What follows belongs to an exercise in optimizing a design on an open flow for small area; a production flow would make more cautious choices.
The RTL was checked by simulation tests, not by an equivalence proof against the original design.
Power and IR drop assume default switching activity.

File: design/flow/config.mk
export PLATFORM = sky130hd
export DESIGN_NAME = nmr_controller
export DESIGN_NICKNAME = nmr_controller
export VERILOG_FILES = /design/flow/design.v
export SDC_FILE = /design/flow/constraint.sdc
export NUM_CORES = 4
export LEC_CHECK = 0
export CAP_MARGIN = 20
export CORE_MARGIN = 2
export CORE_UTILIZATION = 40
export SLEW_MARGIN = 20
File: design/flow/design.v
package nmr_pkg;
	localparam int ADC_PHYS_WIDTH = 14;	 
	localparam int ADC_DATA_WIDTH = 16;	 
	localparam int TIMER_WIDTH    = 16;	 
	localparam int COUNT_WIDTH    = 16;	 
	typedef logic [TIMER_WIDTH-1:0]    timer_t;		 
	typedef logic [COUNT_WIDTH-1:0]    count_t;		 
	typedef logic [ADC_PHYS_WIDTH-1:0] adc_raw_t;	 
	typedef logic [ADC_DATA_WIDTH-1:0] sample_t;	 
	typedef struct packed {
		timer_t pulse_90;			 
		timer_t delay_nosig;		 
		timer_t pulse_180;			 
		timer_t delay_sig;			 
		count_t echoes_per_scan;	 
		count_t samples_per_echo;	 
		logic   phase_cycle;		 
	} seq_params_t;
	typedef struct packed {
		adc_raw_t code;	 
		logic     ovr;	 
	} adc_in_t;
	typedef struct packed {
		sample_t data;	 
		logic    ovr;	 
		count_t  echo;	 
	} echo_sample_t;
	typedef enum logic [2:0] {
		IDLE,		 
		P90,		 
		D_NOSIG,	 
		P180,		 
		D_SIG		 
	} seq_state_e;
endpackage
module nmr_controller #(
	parameter int ADC_LATENCY = 5,	 
	parameter int FIFO_DEPTH  = 16,	 
	parameter int OUT_CREDITS = 4	 
) (
	input  logic                  pulseprog_clk,
	input  logic                  rst,
	input  logic [96:0]           params,
	input  logic                  start,
	input  logic [14:0]           adc_in,
	input  logic                  out_credit,
	output logic                  rf_gate,
	output logic                  rf_phase,
	output logic                  en_rx,
	output logic                  en_adc,
	output logic                  busy,
	output logic                  out_valid,
	output logic [32:0]           out_sample,
	output logic                  lost_sample
);
	localparam logic [2:0] S_IDLE = 3'b000;
	localparam logic [2:0] S_P90  = 3'b100;
	localparam logic [2:0] S_DNS  = 3'b010;
	localparam logic [2:0] S_P180 = 3'b110;
	localparam logic [2:0] S_DSIG = 3'b011;
	logic [2:0]  st;
	logic        ph;		 
	logic [15:0] timer;		 
	logic [15:0] dns;
	logic [15:0] p180;
	logic [15:0] ds;
	logic [15:0] th;		 
	logic        spe_nz;	 
	logic [15:0] rem;		 
	logic        win;		 
	logic        inc_r;		 
	logic        idle;
	logic        accept;
	logic        fin;
	logic        last;
	logic [15:0] tdec;
	assign idle   = (st == S_IDLE);
	assign accept = idle && start;
	assign fin    = (timer == 16'd1);
	assign last   = (rem == 16'd1);
	assign tdec   = timer - 16'd1;
	always_ff @(posedge pulseprog_clk)
	begin
		if (accept)
		begin
			dns    <= params[80:65];
			p180   <= params[64:49];
			ds     <= params[48:33];
			th     <= params[48:33] - params[16:1];
			spe_nz <= (params[16:1] != 16'd0);
		end
	end
	always_ff @(posedge pulseprog_clk)
	begin
		if (accept)
			timer <= params[96:81];
		else if (!fin)
			timer <= tdec;
		else if (!st[2])
			timer <= p180;		 
		else if (st[1])
			timer <= ds;		 
		else
			timer <= dns;		 
	end
	always_ff @(posedge pulseprog_clk)
	begin
		if (accept)
			rem <= params[32:17];
		else if (st == S_DSIG && fin)
			rem <= rem - 16'd1;
	end
	always_ff @(posedge pulseprog_clk)
	begin
		if (rst)
		begin
			st <= S_IDLE;
			ph <= 1'b0;
		end
		else
		begin
			ph <= accept ? params[0] : (ph && !fin);
			case (st)
				S_IDLE:  if (start) st <= S_P90;
				S_P90:   if (fin) st <= S_DNS;
				S_DNS:   if (fin) st <= S_P180;
				S_P180:  if (fin) st <= S_DSIG;
				S_DSIG:  if (fin) st <= last ? S_IDLE : S_P180;
				default: st <= S_IDLE;
			endcase
		end
	end
	always_ff @(posedge pulseprog_clk)
	begin
		if (st[2])
			win <= spe_nz;
		else
			win <= win && (tdec != th);
	end
	always_ff @(posedge pulseprog_clk)
	begin
		inc_r <= (st == S_DSIG) && fin && !last;
	end
	assign rf_gate  = st[2];
	assign rf_phase = ph;
	assign en_rx    = st[0];
	assign busy     = !idle;
	assign en_adc   = st[0] && (win || (fin && ds == 16'd0));
	logic       ev_a;
	logic       ev_b;
	logic [4:0] a_d;
	logic [4:0] b_d;
	logic [15:0] tag;
	logic       capture;
	assign ev_a = en_adc || (accept && !rst);
	assign ev_b = inc_r || (accept && !rst);
	always_ff @(posedge pulseprog_clk)
	begin
		if (rst)
			a_d <= '0;
		else
			a_d <= {a_d[3:0], ev_a};
	end
	always_ff @(posedge pulseprog_clk)
	begin
		b_d <= {b_d[3:0], ev_b};
	end
	always_ff @(posedge pulseprog_clk)
	begin
		if (a_d[4] && b_d[4])
			tag <= '0;
		else if (b_d[4])
			tag <= tag + 16'd1;
	end
	assign capture = a_d[4] && !b_d[4];
	logic [30:0] mem [16];	 
	logic [4:0]  wr;		 
	logic [4:0]  rdl;		 
	logic        push;		 
	logic [4:0]  diff;		 
	logic        cred_ok;
	logic        take;
	logic        not_empty;
	logic        pop;
	logic [2:0]  oc;		 
	assign diff      = wr + ~rdl;
	assign cred_ok   = !(diff[4] || (diff == 5'd15 && out_valid));
	assign take      = capture && cred_ok;
	assign not_empty = (diff != {4'd0, push});
	assign pop       = not_empty && (oc != 3'd0);
	always_ff @(posedge pulseprog_clk)
	begin
		if (take)
			mem[wr[3:0]] <= {adc_in, tag};
	end
	always_ff @(posedge pulseprog_clk)
	begin
		if (rst)
		begin
			wr          <= '0;
			rdl         <= '1;
			push        <= 1'b0;
			out_valid   <= 1'b0;
			lost_sample <= 1'b0;
			oc          <= 3'(OUT_CREDITS);
		end
		else
		begin
			wr        <= wr + 5'(take);
			rdl       <= rdl + 5'(pop);
			push      <= take;
			out_valid <= pop;
			if (capture && !cred_ok)
				lost_sample <= 1'b1;
			case ({out_credit, pop})
				2'b10:   oc <= oc + 3'd1;
				2'b01:   oc <= oc - 3'd1;
				default: oc <= oc;
			endcase
		end
	end
	logic [30:0] head;
	assign head       = mem[rdl[3:0]];
	assign out_sample = {head[30], head[30], head};
endmodule
File: design/flow/run.sh
#!/bin/bash
# synth_recipe.tcl (not shown) runs the flow's synth.tcl, then flattens the netlist and writes it again
# the make line also repeats each setting of config.mk as NAME=value (left out here)
make -C /OpenROAD-flow-scripts/flow DESIGN_CONFIG=/design/flow/config.mk WORK_HOME=/design/flow/orfs CLKGATE_MAP_FILE= SYNTH_SCRIPT=/design/flow/synth_recipe.tcl finish
File: design/flow/constraint.sdc
create_clock -name core_clock -period 8.5 [get_ports {pulseprog_clk}]
set_input_delay 1.7000 -clock core_clock [delete_from_list [all_inputs] [get_ports {pulseprog_clk}]]
set_output_delay 1.7000 -clock core_clock [all_outputs]
set_load 0.01 [all_outputs]
==> summary.md, run 1 <==
| Metric | Value |
|---|---|
| Outcome | complete, no violations |
| CTS resizes | 0 |
| Largest net degree at the start of global routing | 125 |
| Worst slew pin tran | 0.9260 ns |
| DR pass1 iterations | 6 |
| Detailed-route wire length per cell | 22.89 um |
| Layout net count | between 1,500 and 2,000 |
| VDD IR-drop max | 0.1648 mV |
| DR iter-0 viols | between 800 and 900 |
| Postcts setup bufs | 0 |
| Clock transition at the registers of the reported paths | 0.06 ns |
| RSZ-0062 raised after global routing | false |
| Ratio of cells with drive above 1 in the final layout | 18.48% |
| Area of the die | 0.06711 mm2 |
| Max Buffers Root-to-Sink | 3 |
| Final TNS setup | 0 ns |
| Area Growth Syn to Fin | 18.58% |
| Cell Area, Synth | 0.02602 mm2 |
| Post-route design area | 0.03086 mm2 |
| Total global routing track utilization | about 17% |
| Sequential fraction of the synthesis area | between 70% and 80% |
| Detailed placement HPWL | ~32,000 um |
| Core Rows | between 90 and 100 |
| Tmin final | around 5.4 ns |
| Top cells by area, synth | edfxtp_1 (67%), mux4_2 (13%), dfxtp_1 (4.9%) |
| Total of max-cap violations | 0 |
| Root Buffer | clkbuf_16 |
| Initial core utilization | between 40 and 50% |
| Worst-path cell chain | buf_6, mux4_2, mux4_2, clkdlybuf4s50_1 |
| Crit-path max FO | 79 |
| Period utilization | 63.19% |
| CTS buffer count | 67 |
| Placed inst area | 0.02870 mm2 |
| Most frequent cells in the layout | edfxtp_1 (577), mux4_2 (155), clkdlybuf4s50_1 (155) |
| Total grt overflow | 0 |
| Yosys reg bits | 641 |
| I/O Buffers | 155 |
| Ys Warns | 1 |
| CTS Hold Buffers Added | 0 |
| Post-route ant nets | 0 |
| Mapped Nets | 1,572 |
| DRC viols | 0 |
| Hold WS | about 0.32 ns |
| CP max-delay cell | dfxtp_4 |
| Core area | 0.06435 mm2 |
| FMAX | 186.2 MHz |
| Worst min path class | reg2reg |
| Clock skew | 0.02287 ns |
| Gpl congestion | 0.8387 |
| Post-Layout Cell Count | about 2,500 |
| First-pass GRT wire length | 86,750 um |
| Die span in x | between 200 and 300 um |
| Max_slew headroom | 38.19% |
| Required time at the worst-slack endpoint | 6.80 ns |
| Synth Instances | 1,424 |
| Arr. time, crit path | 3.67 ns |
| Antenna violations before repair | 0 |
| Avg Synthesized Cell Area | 18.27 um2 |
| EDFF count, synth | 577 |
| Placed insts | around 2,400 |
| Pleak | 0.01009 uW |
| Crit path buf inv count | 2 |
| Top Family by Delay on Critical Path | buffers and inverters |
| Crit end category | primary output |
| I/O pin cnt | 156 |
| Worst Setup Path Type | reg2out |
| Slew Viols, Final | 0 |
| H-tree levels | 3 |
| CP startpoint kind | flop |
| CTS tree | done |
| Ys flop type | edfxtp_1 |
| Worst-skew pair later-pin latency | 0.59 ns |
| Async SR Flop Fraction | 0% |
| # diodes | 0 |
| Largest stage delay on the critical path | 0.88 ns |
| Vias/cell | ~5.3 |
| Final Hold Violating Endpoints | 0 |
| Vias after detailed routing | 13,346 |
| Final Setup Violations | 0 |
| Number of distinct library cells after synthesis | 62 |
| Via count of the first global-routing pass | 14,062 |
| Pwr dens | between 200 and 300 mW/mm2 |
| TritonCTS Sinks | about 640 |
| CP dominant cell by count | mux4_2 |
| Post-synth top area share | 66.59% |
| Die Y | 259.1 um |
| Routed wire length | 57,580 um |
| Commonest non-fill, non-tap cell in the layout | edfxtp_1 |
| Synth area leader | edfxtp_1 |
[kinds of logic (layout without fill, tap and decap cells)]
family | count (synthesis) | count (layout) | synth area share [%]
compound gates | 123 | 123 | 2.832
buf+inv | 108 | 345 | 1.644
flops | 641 | 641 | 71.51
simple gates | 264 | 264 | 5.159
fa+ha+maj | 32 | 32 | 1.625
mux | 174 | 174 | 14.15
xor+xnor | 82 | 82 | 3.077
[synth_stat cells (7+ instances only)]
master / instances
clkbuf_1: 47
xor2_1: 35
nand2b_1: 11
nand4_1: 12
nand3_1: 13
nor2_1: 83
xnor2_1: 41
a211oi_1: 9
and3_1: 7
edfxtp_1: 577
o21ai_0: 34
buf_1: 10
ha_1: 29
nand2_1: 53
nor4_1: 16
dfxtp_1: 64
a21oi_1: 43
nor3_1: 23
nor2b_1: 12
inv_1: 41
a21o_1: 10
mux2i_1: 18
mux4_2: 155
[per-layer routing]
metal  vias to the layer above  global-route usage (%)  wire length (um)  part of all wire (%)
li1                       6049                       -                 -                     -
met4                         0                   4.689              1279                   2.2
met3                        87                   3.193              2595                   4.5
met2                       339                   31.08             30170                    52
met1                      6871                   21.92             23540                    41
met5                         -                       0                 0                     0
[path summary, 6_finish.rpt]
path	from	endpoint	slack (ns)	cells after the start
hold reg to reg	b_d[0]$_DFF_P_	b_d[1]$_DFF_P_	0.32	0
setup reg to reg	rdl[1]$_SDFF_PP1_	mem[13][8]$_DFFE_PP_	4.20	9
setup / recovery	rdl[1]$_SDFF_PP1_	out_sample[32]	3.13	4
hold / removal	b_d[0]$_DFF_P_	b_d[1]$_DFF_P_	0.32	0
[per-stage QoR]
| step | total power, uW | setup slack [ns] | util [%] |
|---|---|---|---|
| 2_1_floorplan | 5145 | 2.248 | - |
| 3_3_place_gp | 5765 | 3.466 | 44.61 |
| 3_5_place_dp | 5814 | 3.417 | 44.61 |
| 4_1_cts | 8665 | 2.770 | 47.90 |
| 5_1_grt | 8935 | 2.983 | 47.95 |
| 6_report | 8552 | 3.128 | 47.95 |
[power by group]
group / switching [uW] / total (uW) / internal (uW)
combinational: 744 / 1730 / 988
clock: 1170 / 2840 / 1660
sequential: 273 / 3980 / 3710
[sequential cells by signal (all words and copies together) (netlist names), 3 cells and up]
register and flops:
a_d 5, b_d 5, dns 16, ds 16, mem 496, oc 3
p180 16, rdl 5, rem 16, st 3, tag 16, th 16
timer 16, wr 5
[layout make-up]
class	count	area [um2]
Timing Repair Buffer	184	1805
Inverter	42	158.9
Sequential cell	641	18620
Clock buffer	94	1832
Multi-Input combinational cell	675	7083
Fill cell	5280	33490
Clock inverter	25	291.5
Tap cell	855	1070
==> run 2, diff against run 1 <==
--- a/design/flow/design.v
+++ b/design/flow/design.v
@@ -64,7 +64,6 @@
 	logic [15:0] dns;
 	logic [15:0] p180;
-	logic [15:0] ds;
-	logic [15:0] th;		 
-	logic        spe_nz;	 
+	logic [15:0] nds;		 
+	logic [15:0] nspe;		 
 	logic [15:0] rem;		 
 	logic        win;		 
@@ -77,5 +76,5 @@
 	assign idle   = (st == S_IDLE);
 	assign accept = idle && start;
-	assign fin    = (timer == 16'd1);
+	assign fin    = st[0] ? (timer == nds) : (timer == 16'd1);
 	assign last   = (rem == 16'd1);
 	assign tdec   = timer - 16'd1;
@@ -86,7 +85,6 @@
 			dns    <= params[80:65];
 			p180   <= params[64:49];
-			ds     <= params[48:33];
-			th     <= params[48:33] - params[16:1];
-			spe_nz <= (params[16:1] != 16'd0);
+			nds    <= ~params[48:33];
+			nspe   <= ~params[16:1];
 		end
 	end
@@ -100,5 +98,5 @@
 			timer <= p180;		 
 		else if (st[1])
-			timer <= ds;		 
+			timer <= 16'hfffe;	 
 		else
 			timer <= dns;		 
@@ -134,7 +132,7 @@
 	begin
 		if (st[2])
-			win <= spe_nz;
-		else
-			win <= win && (tdec != th);
+			win <= (nspe != 16'hffff);
+		else
+			win <= win && (timer != nspe);
 	end
 	always_ff @(posedge pulseprog_clk)
@@ -146,5 +144,5 @@
 	assign en_rx    = st[0];
 	assign busy     = !idle;
-	assign en_adc   = st[0] && (win || (fin && ds == 16'd0));
+	assign en_adc   = st[0] && (win || (timer == 16'hffff));
 	logic       ev_a;
 	logic       ev_b;
@@ -221,5 +219,12 @@
 	end
 	logic [30:0] head;
-	assign head       = mem[rdl[3:0]];
+	logic [15:0] rsel;
+	assign rsel = 16'd1 << rdl[3:0];
+	always_comb
+	begin
+		head = '0;
+		for (int i = 0; i < 16; i++)
+			head = head | (mem[i] & {31{rsel[i]}});
+	end
 	assign out_sample = {head[30], head[30], head};
 endmodule
==> design/flow/flow/run.sh (new file) <==
#!/bin/bash
set -euo pipefail
export BUFFER_PORTS_ARGS="-buffer_cell sky130_fd_sc_hd__buf_1"
export CTS_ARGS="-sink_clustering_enable -repair_clock_nets -dont_use_dummy_load -sink_clustering_size 30 -sink_clustering_max_diameter 100"
bash standard.sh finish > orfs_flow.log 2>&1
==> design/flow/standard.sh (new file) <==
#!/bin/bash
# synth_recipe.tcl (not shown) runs the flow's synth.tcl, then flattens the netlist and writes it again
# the make line also repeats each setting of config.mk as NAME=value (left out here)
make -C /OpenROAD-flow-scripts/flow DESIGN_CONFIG=/design/flow/config.mk WORK_HOME=/design/flow/orfs CLKGATE_MAP_FILE= SYNTH_SCRIPT=/design/flow/synth_recipe.tcl "${@:-finish}"
removed: design/flow/run.sh
==> run 2 against run 1 <==
Clock skew increased by 0.049 ns. Clock-buffer cell count shrank 68. Final area decreased by 12%. Largest cell class unchanged. Clock power fell by about 50%. Final cell count shrank 1.4%. Flip-flop and latch count fell by 1. Worst setup slack lost 0.29 ns. Total power fell by 19%. Worst hold slack better by 0.00061 ns.
==> summary.md, run 2 <==
| Metric | Value |
|---|---|
| Clock transition at the registers of the reported paths | 0.11 ns |
| Via count of the first global-routing pass | 14,026 |
| Pleak | 0.008470 uW |
| Placed insts | 2,454 |
| I/O Buffers | 155 |
| RSZ-0062 raised after global routing | false |
| Final Hold Violating Endpoints | 0 |
| Arr. time, crit path | 3.97 ns |
| Ys Warns | 1 |
| Antenna violations before repair | 0 |
| Top Family by Delay on Critical Path | simple AND/OR/NAND/NOR gates |
| DR iter-0 viols | 1,472 |
| Ratio of cells with drive above 1 in the final layout | about 8.5% |
| Synth top cells by count | edfxtp_1 (576), a22oi_1 (115), nor2_1 (76), clkbuf_1 (69), dfxtp_1 (64) |
| CTS Hold Buffers Added | 0 |
| Mux share of post-synthesis cell area | approximately 1.5% |
| EDFF count, synth | 576 |
| First-pass GRT wire length | 90,890 um |
| Ys flop type | edfxtp_1 |
| Worst-path cell chain | buf_4, nand2_1, nor2_2, buf_4, a22oi_1, nand3_1, a21oi_1, nand4_1, buf_1 |
| VDD IR-drop max | 0.1631 mV |
| CTS tree | done |
| Vias after detailed routing | 14,219 |
| Xor/xnor share of the synthesized area | 2.778% |
| # diodes | 0 |
| Slew Viols, Final | 0 |
| Postcts setup bufs | 0 |
| Worst Setup Path Type | reg2out |
| Number of distinct library cells after synthesis | 65 |
| DR pass1 iterations | 6 |
| Core area | 0.06058 mm2 |
| Core Rows | 90 |
| Most frequent cells in the layout | edfxtp_1 (576), buf_1 (155), a22oi_1 (115) |
| DRC viols | 0 |
| Initial core utilization | 40.59% |
| Critical Path Sink | out_sample[2] |
| I/O pin cnt | 156 |
| Yosys reg bits | 640 |
| Total global routing track utilization | 19.20% |
| CP max-delay cell | nor2_2 |
| TritonCTS Sinks | 640 |
| Compound-Gate Fraction of Synth Area | 10.58% |
| Detailed placement HPWL | around 37,000 um |
| Root Buffer | clkbuf_16 |
| Synth Instances | around 1,600 |
| Post-route ant nets | 0 |
| WP depth | 9 |
| Post-Synth Simple-Gate Area | 6.452% |
| Final TNS setup | 0 ns |
| Top cells by area, synth | edfxtp_1 (70%), dfxtp_1 (5.2%), a22oi_1 (3.5%) |
| Die span in x | roughly 250 um |
| RR Endpoint | mem[8][13]$_DFFE_PP_ |
| CTS buffer count | 26 |
| R2R Setup Slk | between 3 and 4 ns |
| Die Y | 251.9 um |
| Largest family of logic cells by synthesized area | compound AO/OA/AOI/OAI gates |
| Post-synth top area share | 70.34% |
| Clock skew | just over 0.07 ns |
| Layout net count | 1,834 |
| Cell Area, Synth | ~0.025 mm2 |
| Detailed-route wire length per cell | 24.88 um |
| Max reg flops | about 500 |
| Total grt overflow | 0 |
| CTS resizes | 0 |
| Worst flop-to-flop path startpoint | rdl[2]$_SDFF_PP1_ |
| Largest net degree at the start of global routing | 94 |
| Sequential fraction of the synthesis area | 75.55% |
| Commonest non-fill, non-tap cell in the layout | edfxtp_1 |
| Largest stage delay on the critical path | 0.81 ns |
| Async SR Flop Fraction | 0% |
| Routed wire length | around 62,000 um |
| Crit path from | rdl[1]$_SDFF_PP1_ |
| Max_slew headroom | 29.24% |
| Pwr dens | 256.1 mW/mm2 |
| Mapped Nets | 1,691 |
| Gpl congestion | ~0.81 |
| Area of the die | 0.06347 mm2 |
| Synth area leader | edfxtp_1 |
| Post-route design area | 0.02701 mm2 |
| Crit path buf inv count | 3 |
| Placed inst area | 0.02634 mm2 |
| Area Growth Syn to Fin | 9.841% |
| Crit-path max FO | 29 |
| CP startpoint kind | flop |
| Outcome | complete, no violations |
| Post-Layout Cell Count | 2,481 |
| Crit end category | primary output |
| Most frequent cell after synthesis | edfxtp_1 |
| CP dominant cell by count | buf_4 |
| FMAX | 176.5 MHz |
| Adder-Cell Fraction of Synth Area | 0.9261% |
| Vias/cell | 5.731 |
| Avg Synthesized Cell Area | 15.78 um2 |
| Tmin final | 5.666 ns |
| Worst slew pin tran | 1.057 ns |
| H-tree levels | 1 |
| Final Setup Violations | 0 |
| Total of max-cap violations | 0 |
| Worst-skew pair later-pin latency | 0.62 ns |
| Required time at the worst-slack endpoint | 6.80 ns |
| Period utilization | 66.66% |
| Worst Reg-to-Reg Cells | 10 |
| Max Buffers Root-to-Sink | 3 |
| Worst min path class | reg2reg |
-- run 2: changes by cell type after synthesis, moves of 15 or more --
cell      delta
mux4_2     -155
clkbuf_1    +22
mux2_2      +24
a221oi_1    +31
a22oi_1    +115
nand3_1     +15
a222oi_1    +24
a22o_1      +37
nand4_1     +17
-- run 2: metal layers --
| metal | track usage (%) | routed length, um | part of all wire, % |
|---|---|---|---|
| met1 | 26.16 | 25280 | 41 |
| met3 | 2.631 | 5025 | 8.1 |
| met2 | 32.70 | 29920 | 48 |
| met4 | 4.531 | 1508 | 2.4 |
| met5 | 0 | 0 | 0 |
-- run 2: through the flow --
step                      power (uW)  util [%]  worst slack [ns]  hold slack, ns
after floorplan                 4864         -             3.089          0.3096
after global placement          5525     43.48             3.590          0.3158
after detailed placement        5551     43.48             3.483          0.3121
after CTS                       6951     44.55             2.861          0.3264
after global routing            7208     44.58             2.735          0.3334
final                           6916     44.58             2.834          0.3247
-- run 2: final cells by class --
cell class	instances	area (um2)
Inverter	52	197.7
Clock buffer	26	650.6
Sequential cell	640	18580
Tap cell	782	978.4
Fill cell	5285	33570
Multi-Input combinational cell	780	5670
Timing Repair Buffer	201	930.9
-- run 2: worst min path at each step --
| stage | to | slack, ns | from | cells past startpoint |
|---|---|---|---|---|
| 6_report | b_d[2]$_DFF_P_ | 0.32 | b_d[1]$_DFF_P_ | 0 |
| 5_1_grt | b_d[2]$_DFF_P_ | 0.33 | b_d[1]$_DFF_P_ | 0 |
| 4_1_cts | b_d[2]$_DFF_P_ | 0.33 | b_d[1]$_DFF_P_ | 0 |
| 3_5_place_dp | b_d[1]$_DFF_P_ | 0.31 | b_d[0]$_DFF_P_ | 0 |
| 3_3_place_gp | b_d[2]$_DFF_P_ | 0.32 | b_d[1]$_DFF_P_ | 0 |
| 2_1_floorplan | b_d[1]$_DFF_P_ | 0.31 | b_d[0]$_DFF_P_ | 0 |
-- run 2: logic make-up after synthesis --
kind of cell             Yosys count
buffers and inverters            138
flip-flops                       640
AO/OA/AOI/OAI                    345
AND/OR/NAND/NOR                  306
multiplexers                      34
adder cells (fa/ha/maj)           17
XOR/XNOR                          78
-- run 2: power by group --
part | switching [uW] | internal, uW
clock network | 883 | 550
logic | 950 | 532
registers | 299 | 3700
-- run 2: worst register-to-register path: cells and delay by family, from the launching register on --
family,cells,cell delay (ns)
AO/OA/AOI/OAI,2,0.81
adder cells (fa/ha/maj),1,0.41
buffers and inverters,3,1.38
flip-flops,1,0.31
AND/OR/NAND/NOR,4,1.74
==> run 3, diff against run 2 <==
--- a/design/flow/design.v
+++ b/design/flow/design.v
@@ -62,6 +62,6 @@
 	logic        ph;		 
 	logic [15:0] timer;		 
-	logic [15:0] dns;
-	logic [15:0] p180;
+	logic [15:0] ndns;		 
+	logic [15:0] np180;		 
 	logic [15:0] nds;		 
 	logic [15:0] nspe;		 
@@ -76,16 +76,15 @@
 	assign idle   = (st == S_IDLE);
 	assign accept = idle && start;
-	assign fin    = st[0] ? (timer == nds) : (timer == 16'd1);
+	logic [15:0] target;	 
+	assign target = (st == S_P90) ? 16'd1 : st[2] ? np180 : st[0] ? nds : ndns;
+	assign fin    = (timer == target);
 	assign last   = (rem == 16'd1);
 	assign tdec   = timer - 16'd1;
 	always_ff @(posedge pulseprog_clk)
 	begin
-		if (accept)
-		begin
-			dns    <= params[80:65];
-			p180   <= params[64:49];
-			nds    <= ~params[48:33];
-			nspe   <= ~params[16:1];
-		end
+		ndns  <= (~params[80:65] & {16{accept}}) | (ndns & {16{busy}});
+		np180 <= (~params[64:49] & {16{accept}}) | (np180 & {16{busy}});
+		nds   <= (~params[48:33] & {16{accept}}) | (nds & {16{busy}});
+		nspe  <= (~params[16:1] & {16{accept}}) | (nspe & {16{busy}});
 	end
 	always_ff @(posedge pulseprog_clk)
@@ -95,10 +94,6 @@
 		else if (!fin)
 			timer <= tdec;
-		else if (!st[2])
-			timer <= p180;		 
-		else if (st[1])
+		else
 			timer <= 16'hfffe;	 
-		else
-			timer <= dns;		 
 	end
 	always_ff @(posedge pulseprog_clk)
@@ -187,8 +182,16 @@
 	assign not_empty = (diff != {4'd0, push});
 	assign pop       = not_empty && (oc != 3'd0);
-	always_ff @(posedge pulseprog_clk)
-	begin
-		if (take)
-			mem[wr[3:0]] <= {adc_in, tag};
+	logic [30:0] wdata;
+	assign wdata = {adc_in, tag};
+	for (genvar i = 0; i < 16; i++)
+	begin : g_slot
+		logic we;
+		logic keep;
+		assign we   = take && !rst && (wr[3:0] == 4'(i));
+		assign keep = !(rst || (out_valid && rdl[3:0] == 4'(i)));
+		always_ff @(posedge pulseprog_clk)
+		begin
+			mem[i] <= (wdata & {31{we}}) | (mem[i] & {31{keep}});
+		end
 	end
 	always_ff @(posedge pulseprog_clk)
==> design/flow/flow/run.sh (replaced) <==
#!/bin/bash
set -euo pipefail
here=$(pwd)
export AREA_ABC_SCRIPT="$here/flow/area.abc"
export FLOW_SYNTH_TCL="$here/synth_recipe.tcl"
export BUFFER_PORTS_ARGS="-buffer_cell sky130_fd_sc_hd__buf_1"
export CTS_ARGS="-sink_clustering_enable -repair_clock_nets -dont_use_dummy_load -sink_clustering_size 30 -sink_clustering_max_diameter 100"
sed -e "s#SYNTH_SCRIPT=[^ ]*#SYNTH_SCRIPT=$here/flow/area_synth.tcl#" standard.sh > area_standard.sh
grep -q "area_synth.tcl" area_standard.sh
bash area_standard.sh finish > orfs_flow.log 2>&1
==> design/flow/flow/area.abc (new file) <==
&get -n
&st
&syn3
&dch -f
&nf -R 1000
&st
&dch -f
&nf -R 1000
&st
&dch -f
&nf -R 1000
&put
topo
==> design/flow/flow/area_synth.tcl (new file) <==
# The standard synthesis script, with one change: ABC maps the logic with
# the area-oriented script flow/area.abc instead of ORFS's speed script.
# Flip-flop mapping, names and everything else stay as synth_recipe.tcl does them.
proc abc {args} {
  set i [lsearch -exact $args -script]
  if {$i >= 0} {
    set args [lreplace $args [expr {$i + 1}] [expr {$i + 1}] $::env(AREA_ABC_SCRIPT)]
  }
  yosys abc {*}$args
}
source $::env(FLOW_SYNTH_TCL)
==> run 3 against run 2 <==
Sequential share of layout area down 19 points. Highest routed layer unchanged. Critical path type unchanged. Still clean on timing, DRC and antenna. Maximum frequency up 3.0%. Worst setup slack better by 0.16 ns. Final area down 3.4%. Utilization up 1.5 points. Sequential power down 17%. First-iteration DRC count up 74%. Via count up 41%. Clock-buffer cell count up 1.
==> summary.md, run 3 <==
| Metric | Value |
|---|---|
| Period utilization | 64.72% |
| CTS resizes | 0 |
| Worst Setup Path Type | reg2out |
| Sequential fraction of the synthesis area | 56.40% |
| Total design power | between 5000 and 6000 uW |
| CTS tree | done |
| Max reg flops | between 400 and 500 |
| EDFF count, synth | 16 |
| Root Buffer | clkbuf_16 |
| DRC viols | 0 |
| Worst-skew pair later-pin latency | 0.61 ns |
| I/O Buffers | 155 |
| CTS Hold Buffers Added | 0 |
| Detailed-route wire length per cell | 28.07 um |
| Pwr dens | 218.0 mW/mm2 |
| Core area | 0.05660 mm2 |
| Detailed placement HPWL | 46,510 um |
| H-tree levels | 1 |
| Area Growth Syn to Fin | 13.43% |
| Worst slew pin tran | 1.044 ns |
| Layout net count | around 2,400 |
| Most frequent cells in the layout | dfxtp_1 (624), a22o_1 (520), buf_1 (154) |
| Die Y | 243.8 um |
| I/O pin cnt | 156 |
| Routing usage on met3 | 4.296% |
| Core Rows | 87 |
| Met1 global-route usage | 36.03% |
| Total global routing track utilization | 27.55% |
| Crit-path max FO | 20 |
| CP startpoint kind | flop |
| Post-synth top area share | 54.31% |
| Routed wire length | between 80,000 and 90,000 um |
| Pleak | 0.009171 uW |
| Top cells by area, synth | dfxtp_1 (54%), a22o_1 (20%), a222oi_1 (4.0%) |
| Vias after detailed routing | 20,018 |
| Initial core utilization | 40.63% |
| FMAX | 181.8 MHz |
| Final TNS setup | 0 ns |
| Arr. time, crit path | ~3.8 ns |
| Worst min path class | reg2reg |
| Post-Layout Cell Count | 3,030 |
| Yosys reg bits | 640 |
| CP max-delay cell | dfxtp_1 |
| # diodes | 0 |
| Outcome | complete, no violations |
| Mapped Nets | 2,166 |
| Avg Synthesized Cell Area | roughly 11 um2 |
| Placed insts | 3,003 |
| Synth top cells by count | dfxtp_1 (624), a22o_1 (520), nand2_1 (120), o21ai_0 (98) |
| Required time at the worst-slack endpoint | about 7 ns |
| Total grt overflow | 0 |
| Commonest non-fill, non-tap cell in the layout | dfxtp_1 |
| Synth Instances | a little over 2,000 |
| Multi-input gate area | 0.01031 mm2 |
| Max Buffers Root-to-Sink | 3 |
| Vias/cell | 6.607 |
| Gpl congestion | 0.8313 |
| Ratio of cells with drive above 1 in the final layout | approximately 6% |
| Ys Warns | 2 |
| Postcts setup bufs | 0 |
| Cell Area, Synth | 0.02300 mm2 |
| Worst-path cell chain | nand2_1, nor3_2, buf_4, a222oi_1, and3_1, nand4_1, buf_1 |
| DR iter-0 viols | between 2,000 and 3,000 |
| TritonCTS Sinks | 640 |
| DR pass1 iterations | 6 |
| Async SR Flop Fraction | 0% |
| Register area | 0.01297 mm2 |
| Busiest layer in global routing | met2 |
| Post-route ant nets | 0 |
| Ys flop type | dfxtp_1 |
| Clock skew | 0.06491 ns |
| # fillers | 5,303 |
| Largest stage delay on the critical path | between 0.8 and 0.9 ns |
| Clock transition at the registers of the reported paths | 0.10 ns |
| Final Hold Violating Endpoints | 0 |
| Area of the die | between 0.05 and 0.06 mm2 |
| Tmin final | between 5 and 6 ns |
| Synth area leader | dfxtp_1 |
| Met2 GRT Util | approximately 45% |
| Max_slew headroom | 30.39% |
| Number of distinct library cells after synthesis | 49 |
| Total of max-cap violations | 0 |
| Crit end category | primary output |
| RSZ-0062 raised after global routing | false |
| Largest net degree at the start of global routing | 114 |
| VDD IR-drop max | 0.1635 mV |
| Antenna violations before repair | 0 |
| Die span in x | 243.8 um |
| Slew Viols, Final | 0 |
| Via count of the first global-routing pass | 19,298 |
| Most frequent cell after synthesis | dfxtp_1 |
| First-pass GRT wire length | 125,700 um |
| Final Setup Violations | 0 |
| CTS buffer count | 27 |
-- run 3: cell type report --
cell class	count	share of cell area, %
Clock buffer	27	2.590
Multi-Input combinational cell	1361	39.53
Inverter	31	0.4460
Timing Repair Buffer	215	4.086
Tap cell	756	3.626
Sequential cell	640	49.72
-- run 3: final timing paths --
| kind | start | endpoint | slack, ns | cells past startpoint |
|---|---|---|---|---|
| setup / recovery | rdl[1]$_SDFF_PP1_ | out_sample[15] | 3.00 | 7 |
| hold / removal | b_d[2]$_DFF_P_ | b_d[3]$_DFF_P_ | 0.34 | 0 |
| setup reg to reg | rdl[0]$_SDFF_PP1_ | mem[1][4]$_DFF_P_ | 4.09 | 13 |
| hold reg to reg | b_d[2]$_DFF_P_ | b_d[3]$_DFF_P_ | 0.34 | 0 |
-- run 3: kinds of logic after synthesis --
logic type | count (synthesis) | synth area share [%]
compound gates | 894 | 31.49
xor+xnor | 38 | 1.447
fa+ha+maj | 16 | 0.9357
buf+inv | 33 | 0.5712
flops | 640 | 56.40
mux | 15 | 0.6528
simple gates | 398 | 8.502
-- run 3: power by group --
| group | switching, uW | leakage [uW] | internal, uW |
|---|---|---|---|
| combinational | 661 | 0.00363 | 204 |
| clock | 939 | 0.000333 | 571 |
| sequential | 206 | 0.00520 | 3110 |
| total | 1810 | 0.00917 | 3880 |
-- run 3: per-stage QoR --
| step | setup WS (ns) | area [um2] | hold WS, ns | util (%) |
|---|---|---|---|---|
| after floorplan | 3.319 | 23000 | 0.3096 | - |
| final | 2.999 | 26090 | 0.3396 | 46.09 |
| after global placement | 3.790 | 25370 | 0.3132 | 44.81 |
| after global routing | 2.903 | 26090 | 0.3471 | 46.09 |
| after CTS | 3.090 | 26090 | 0.3438 | 46.09 |
| after detailed placement | 3.743 | 25410 | 0.3178 | 44.90 |
-- run 3: critical path: cells and delay by family, from the launching register on --
family | cells | cell delay (ns)
flops | 1 | 0.88
buf+inv | 2 | 0.69
simple gates | 4 | 1.45
compound gates | 1 | 0.16
-- run 3: per-layer routing --
metal  vias to the layer above  share of wire, %
li1                       8745                 -
met1                      9917                41
met2                      1107                46
met3                       249               9.0
met4                         0               4.7
met5                         -                 0
==> run 4, diff against run 3 <==
--- a/design/flow/design.v
+++ b/design/flow/design.v
@@ -97,10 +97,10 @@
 			timer <= 16'hfffe;	 
 	end
-	always_ff @(posedge pulseprog_clk)
-	begin
-		if (accept)
-			rem <= params[32:17];
-		else if (st == S_DSIG && fin)
-			rem <= rem - 16'd1;
+	logic rem_dec;
+	assign rem_dec = (st == S_DSIG) && fin;
+	always_ff @(posedge pulseprog_clk)
+	begin
+		rem <= (params[32:17] & {16{accept}}) | ((rem - 16'd1) & {16{rem_dec}})
+			| (rem & {16{busy && !rem_dec}});
 	end
 	always_ff @(posedge pulseprog_clk)
==> run 4 against run 3 <==
Utilization decreased by 0.15 points. Non-clock buffer count is 3 lower. Wire length fell by 1.0%. Clock-buffer cell count unchanged. Maximum frequency fell by 2.9%. Critical path depth stayed put. Critical endpoint is now out_sample[4].
==> summary.md, run 4 <==
| Metric | Value |
|---|---|
| Outcome | complete, no violations |
| Pwr dens | about 250 mW/mm2 |
| Met1 global-route usage | 36.80% |
| Layout net count | roughly 2,400 |
| CTS resizes | 0 |
| I/O Buffers | 155 |
| Die span in x | ~240 um |
| Core area | 0.05650 mm2 |
| Worst Setup Path Type | reg2out |
| CTS buffer count | 27 |
| Worst-skew pair later-pin latency | 0.62 ns |
| Async SR Flop Fraction | 0% |
| # fillers | 5,318 |
| Clock transition at the registers of the reported paths | approximately 0.11 ns |
| Initial core utilization | 40.53% |
| Arr. time, crit path | 3.96 ns |
| RSZ-0062 raised after global routing | false |
| Cell Area, Synth | roughly 0.023 mm2 |
| Max Buffers Root-to-Sink | 3 |
| Routed wire length | between 80,000 and 90,000 um |
| Worst-path cell chain | nand2_1, nor3_2, buf_4, a222oi_1, and4_1, nand3_1, buf_1 |
| Setup WS pre-CTS | ~3.6 ns |
| Ratio of cells with drive above 1 in the final layout | about 6% |
| Via count of the first global-routing pass | 19,235 |
| Largest stage delay on the critical path | approximately 0.90 ns |
| Die Y | 243.3 um |
| Mapped Nets | roughly 2,200 |
| Area Growth Syn to Fin | 13.35% |
| Final TNS setup | 0 ns |
| Max_slew headroom | between 20% and 30% |
| Synth Instances | 2,032 |
| # diodes | 0 |
| H-tree levels | 1 |
| Most frequent cell after synthesis | dfxtp_1 |
| Post-Layout Cell Count | 3,025 |
| EDFF count, synth | 0 |
| VDD IR-drop max | 0.3380 mV |
| Core Rows | 87 |
| Max reg flops | 496 |
| Final Hold Violating Endpoints | 0 |
| Post-synth top area share | 55.95% |
| Detailed placement HPWL | 45,520 um |
| Tmin final | 5.663 ns |
| Pleak | roughly 0.009 uW |
| Total design power | 6495 uW |
| Avg Synthesized Cell Area | 11.27 um2 |
| Routing usage on met3 | 3.944% |
| Area of the die | between 0.05 and 0.06 mm2 |
| Placed insts | between 2,000 and 3,000 |
| Crit-path max FO | 24 |
| Vias/cell | 6.601 |
| Synth top cells by count | dfxtp_1 (640), a22o_1 (523), nand2_1 (150), o21ai_0 (95), a222oi_1 (88) |
| Worst slew pin tran | 1.068 ns |
| DRC viols | 0 |
| Final Core Density | between 40% and 50% |
| CTS tree | done |
| CTS Hold Buffers Added | 0 |
| Final Setup Violations | 0 |
| FMAX | 176.6 MHz |
| Total of max-cap violations | 0 |
| CP max-delay cell | nor3_2 |
| Period utilization | 66.63% |
| Ys flop type | dfxtp_1 |
| TritonCTS Sinks | 640 |
| Gpl congestion | 0.8198 |
| Largest net degree at the start of global routing | 80 |
| Yosys reg bits | 640 |
| Met2 GRT Util | approximately 45% |
| Root Buffer | clkbuf_16 |
| Sequential fraction of the synthesis area | between 50% and 60% |
| Postcts setup bufs | 0 |
| Post-route ant nets | 0 |
| Synth area leader | dfxtp_1 |
| Fin worst setup slack | 2.837 ns |
| Number of distinct library cells after synthesis | 49 |
| Detailed-route wire length per cell | 27.83 um |
| First-pass GRT wire length | ~130,000 um |
| Required time at the worst-slack endpoint | 6.80 ns |
| DR iter-0 viols | about 2,300 |
| Busiest layer in global routing | met2 |
| Total grt overflow | 0 |
| Antenna violations before repair | 0 |
| Total global routing track utilization | roughly 27% |
| Most frequent cells in the layout | dfxtp_1 (640), a22o_1 (523), buf_1 (154) |
| DR pass1 iterations | 7 |
| CP startpoint kind | flop |
| Ys Warns | 2 |
| Top cells by area, synth | dfxtp_1 (56%), a22o_1 (20%), a222oi_1 (3.8%) |
| Worst min path class | reg2reg |
| Slew Viols, Final | 0 |
| Clock skew | just over 0.04 ns |
| Crit end category | primary output |
| Vias after detailed routing | 19,967 |
| Commonest non-fill, non-tap cell in the layout | dfxtp_1 |
| I/O pin cnt | approximately 160 |
## run 4: worst paths after layout
check | startpoint | endpoint | slack, ns | cells after the start
worst max register to register | rdl[0]$_SDFF_PP1_ | mem[2][27]$_DFF_P_ | 4.19 | 13
worst min register to register | b_d[2]$_DFF_P_ | b_d[3]$_DFF_P_ | 0.33 | 0
worst min-delay path | b_d[2]$_DFF_P_ | b_d[3]$_DFF_P_ | 0.33 | 0
worst max-delay path | rdl[3]$_SDFF_PP1_ | out_sample[4] | 2.84 | 7
## run 4: critical path, delay by kind of cell, from the launching register on
kind	cells	cell delay, ns
simple gates	4	1.67
buf+inv	2	0.80
flops	1	0.65
compound gates	1	0.22
## run 4: layout make-up
cell class              instances  area, um2  area share, %
clock buffers                  27      675.6          2.603
inverters                      25      93.84         0.3615
multi-input cells            1365      10400          40.06
flip-flops and latches        640      12810          49.36
well taps                     756      945.9          3.644
repair buffers                212       1031          3.972
## run 4: layer usage
metal	vias up	part of all wire (%)
met2	1127	45
met4	0	4.5
met3	235	9.6
li1	8729	-
met5	-	0
met1	9876	41
## run 4: kinds of logic after synthesis
kind of cell,share of synthesized area [%]
AOI/OAI and AO/OA,31.93
DFF,55.95
and+or+nand+nor,8.469
xor gates and xnor gates,1.492
buffers and inverters,0.4754
muxes,0.7431
adders and majority gates,0.9399
## run 4: report_power, final
group | total [uW] | switching [uW] | internal [uW]
registers | 3590 | 327 | 3270
clock network | 1500 | 927 | 571
logic | 1410 | 994 | 411
## run 4: stage by stage
step           area [um2]  hold slack, ns
6_report            25960          0.3304
5_1_grt             25960          0.3452
4_1_cts             25930          0.3310
3_5_place_dp        25250          0.3135
3_3_place_gp        25240          0.3152
2_1_floorplan       22900          0.3096
==> run 5, diff against run 4 <==
--- a/design/flow/design.v
+++ b/design/flow/design.v
@@ -129,5 +129,5 @@
 			win <= (nspe != 16'hffff);
 		else
-			win <= win && (timer != nspe);
+			win <= (win && (timer != nspe)) || (timer == 16'd0);
 	end
 	always_ff @(posedge pulseprog_clk)
@@ -139,5 +139,5 @@
 	assign en_rx    = st[0];
 	assign busy     = !idle;
-	assign en_adc   = st[0] && (win || (timer == 16'hffff));
+	assign en_adc   = st[0] && win;
 	logic       ev_a;
 	logic       ev_b;
==> run 5 against run 4 <==
Utilization is 0.056 points lower. Still clean. Largest power group unchanged. First-iteration DRC count is 1.8% lower. Synthesized cell count is 0.49% lower. Area after synthesis is 0.35% lower. Via count is 0.58% lower.
==> summary.md, run 5 <==
| Metric | Value |
|---|---|
| Met2 GRT Util | 42.95% |
| Layout net count | 2,392 |
| Final Hold Violating Endpoints | 0 |
| CTS buffer count | 26 |
| Die span in x | around 240 um |
| Die Y | 242.8 um |
| Synth top cells by count | dfxtp_1 (640), a22o_1 (520), nand2_1 (142), a222oi_1 (94), o21ai_0 (91) |
| Vias after detailed routing | 19,851 |
| I/O Buffers | between 150 and 200 |
| # diodes | 0 |
| I/O pin cnt | 156 |
| Post-Layout Cell Count | 3,015 |
| Total grt overflow | 0 |
| Detailed-route wire length per cell | approximately 27 um |
| Fin worst setup slack | 3.173 ns |
| Total global routing track utilization | a little over a quarter |
| Synth Instances | 2,022 |
| Routed wire length | 81,600 um |
| CP startpoint kind | flop |
| H-tree levels | 1 |
| Worst Reg-to-Reg Cells | 15 |
| Gpl congestion | 0.7893 |
| Total of max-cap violations | 0 |
| Period utilization | 62.67% |
| Setup WS pre-CTS | 3.802 ns |
| TritonCTS Sinks | 640 |
| RSZ-0062 raised after global routing | false |
| Core Rows | 87 |
| Tmin final | 5.327 ns |
| EDFF count, synth | 0 |
| Max Buffers Root-to-Sink | 3 |
| Final Setup Violations | 0 |
| Max_slew headroom | a little over a third |
| Outcome | complete, no violations |
| VDD IR-drop max | 0.2199 mV |
| Pwr dens | ~250 mW/mm2 |
| Area of the die | 0.05897 mm2 |
| CTS Hold Buffers Added | 0 |
| Required time at the worst-slack endpoint | about 6.8 ns |
| Top cells by area, synth | dfxtp_1 (56%), a22o_1 (20%), a222oi_1 (4.1%) |
| Post-route ant nets | 0 |
| Yosys reg bits | 640 |
| Clock skew | 0.04163 ns |
| Busiest layer in global routing | met2 |
| Avg Synthesized Cell Area | 11.28 um2 |
| Crit end category | primary output |
| Worst min path class | reg2reg |
| Worst Setup Path Type | reg2out |
| Number of distinct library cells after synthesis | 53 |
| Final TNS setup | 0 ns |
| Slew Viols, Final | 0 |
| Ys Warns | 2 |
| Sequential fraction of the synthesis area | a little under three fifths |
| Via count of the first global-routing pass | 19,416 |
| Max reg flops | 496 |
| Synth area leader | dfxtp_1 |
| Worst slew pin tran | about 0.98 ns |
| Total design power | 6532 uW |
| Root Buffer | clkbuf_16 |
| Vias/cell | 6.584 |
| Ys flop type | dfxtp_1 |
| Met1 global-route usage | 35.98% |
| Pleak | around 0.009 uW |
| Postcts setup bufs | 0 |
| Post-synth top area share | a little under three fifths |
| Commonest non-fill, non-tap cell in the layout | dfxtp_1 |
| Crit-path max FO | 22 |
| R2R Setup Slk | 3.86 ns |
| Most frequent cell after synthesis | dfxtp_1 |
| Ratio of cells with drive above 1 in the final layout | 5.976% |
| Detailed placement HPWL | 43,820 um |
| CTS resizes | 0 |
| Most frequent cells in the layout | dfxtp_1 (640), a22o_1 (520), buf_1 (154) |
| FMAX | ~190 MHz |
| Post-route design area | about 0.026 mm2 |
| DR pass1 iterations | 9 |
| Area Growth Syn to Fin | 13.40% |
| Placed insts | about 3,000 |
| Antenna violations before repair | 0 |
| Worst-skew pair later-pin latency | between 0.6 and 0.7 ns |
| Routing usage on met3 | 4.489% |
| DR iter-0 viols | 2,302 |
| Cell Area, Synth | roughly 0.023 mm2 |
| First-pass GRT wire length | around 120,000 um |
| Hold Path Depth | 0 |
| Async SR Flop Fraction | 0% |
| Arr. time, crit path | 3.63 ns |
| Initial core utilization | 40.47% |
| Placed inst area | 0.02522 mm2 |
| CTS tree | done |
| Mapped Nets | 2,153 |
| Clock transition at the registers of the reported paths | 0.11 ns |
| DRC viols | 0 |
| Core area | roughly 0.056 mm2 |
| Largest net degree at the start of global routing | 77 |
## run 5: layout make-up
type / instances / area [um2]
inverter: 30 / 112.6
multi-input combinational: 1350 / 10290
timing repair buffer: 213 / 1064
tap: 756 / 945.9
sequential: 640 / 12810
clock buffer: 26 / 650.6
fill: 5340 / 30510
## run 5: report_power, final
part           internal (uW)  total [uW]  leakage (uW)  switching [uW]
Combinational            423        1410       0.00360             986
Clock                    551        1470      0.000320             916
Sequential              3270        3650       0.00519             380
## run 5: worst paths after layout
check / from / to
worst min-delay path: b_d[2]$_DFF_P_ / b_d[3]$_DFF_P_
worst max register to register: st[0]$_SDFFE_PP0P_ / rem[14]$_DFF_P_
worst min register to register: b_d[2]$_DFF_P_ / b_d[3]$_DFF_P_
worst max-delay path: rdl[1]$_SDFF_PP1_ / out_sample[28]
## run 5: stage by stage
stage          hold slack (ns)  utilization, %
6_report                0.3206           45.89
5_1_grt                 0.3454           45.89
4_1_cts                 0.3368           45.89
3_5_place_dp            0.3121           44.73
3_3_place_gp            0.3125           44.61
2_1_floorplan           0.3096               -
## run 5: worst max-delay path: stages (launching register included)
cell	delay [ns]
dfxtp_1	0.93
clkinv_1	0.29
nand2_1	0.34
nor2_4	0.16
buf_4	0.31
a22o_1	0.23
a221oi_1	0.22
and4_1	0.25
nand3_1	0.12
buf_1	0.17
## run 5: kinds of logic (layout without fill, tap and decap cells)
| group | after synthesis | count (layout) | share of synthesized area (%) |
|---|---|---|---|
| compound gates | 894 | 894 | 31.92 |
| xor+xnor | 33 | 33 | 1.267 |
| fa+ha+maj | 15 | 15 | 0.8883 |
| buf+inv | 32 | 269 | 0.5593 |
| flops | 640 | 640 | 56.15 |
| mux | 16 | 16 | 0.7019 |
| simple gates | 392 | 392 | 8.516 |
## run 5: routing by layer
layer	up-vias	wire, um
met5	-	0
met4	0	3241
met3	209	8012
met2	1067	36770
met1	9860	33580
li1	8715	-

## what the ideal ports hide
No port has a modelled driver above. Below, the same layouts with a new extraction and two added sets of constraints.
Step 1 (the two cells are an assumption about what drives the block):
set clk [get_ports {pulseprog_clk}]
set_driving_cell -lib_cell sky130_fd_sc_hd__clkbuf_16 $clk
set_driving_cell -lib_cell sky130_fd_sc_hd__buf_2 [delete_from_list [all_inputs] $clk]
Step 2 also shifts input and output timing later by t, the mid clock arrival at the registers, as if the neighbouring blocks saw the same clock.
Three values: no drivers, after step 1, after step 2; two values: the first two.
run | t, ns | setup WS [ns] | worst setup path at the end
run 1 | 0.645 | 3.128 / 3.064 / 3.708 | register to output
run 2 | 0.647 | 2.834 / 2.774 / 3.421 | register to output
run 3 | 0.643 | 2.999 / 2.937 / 3.580 | register to output
run 4 | 0.659 | 2.837 / 2.777 / 3.436 | register to output
run 5 | 0.645 | 3.173 / 3.115 / 3.760 | register to output
After both steps every run listed still meets setup and hold.
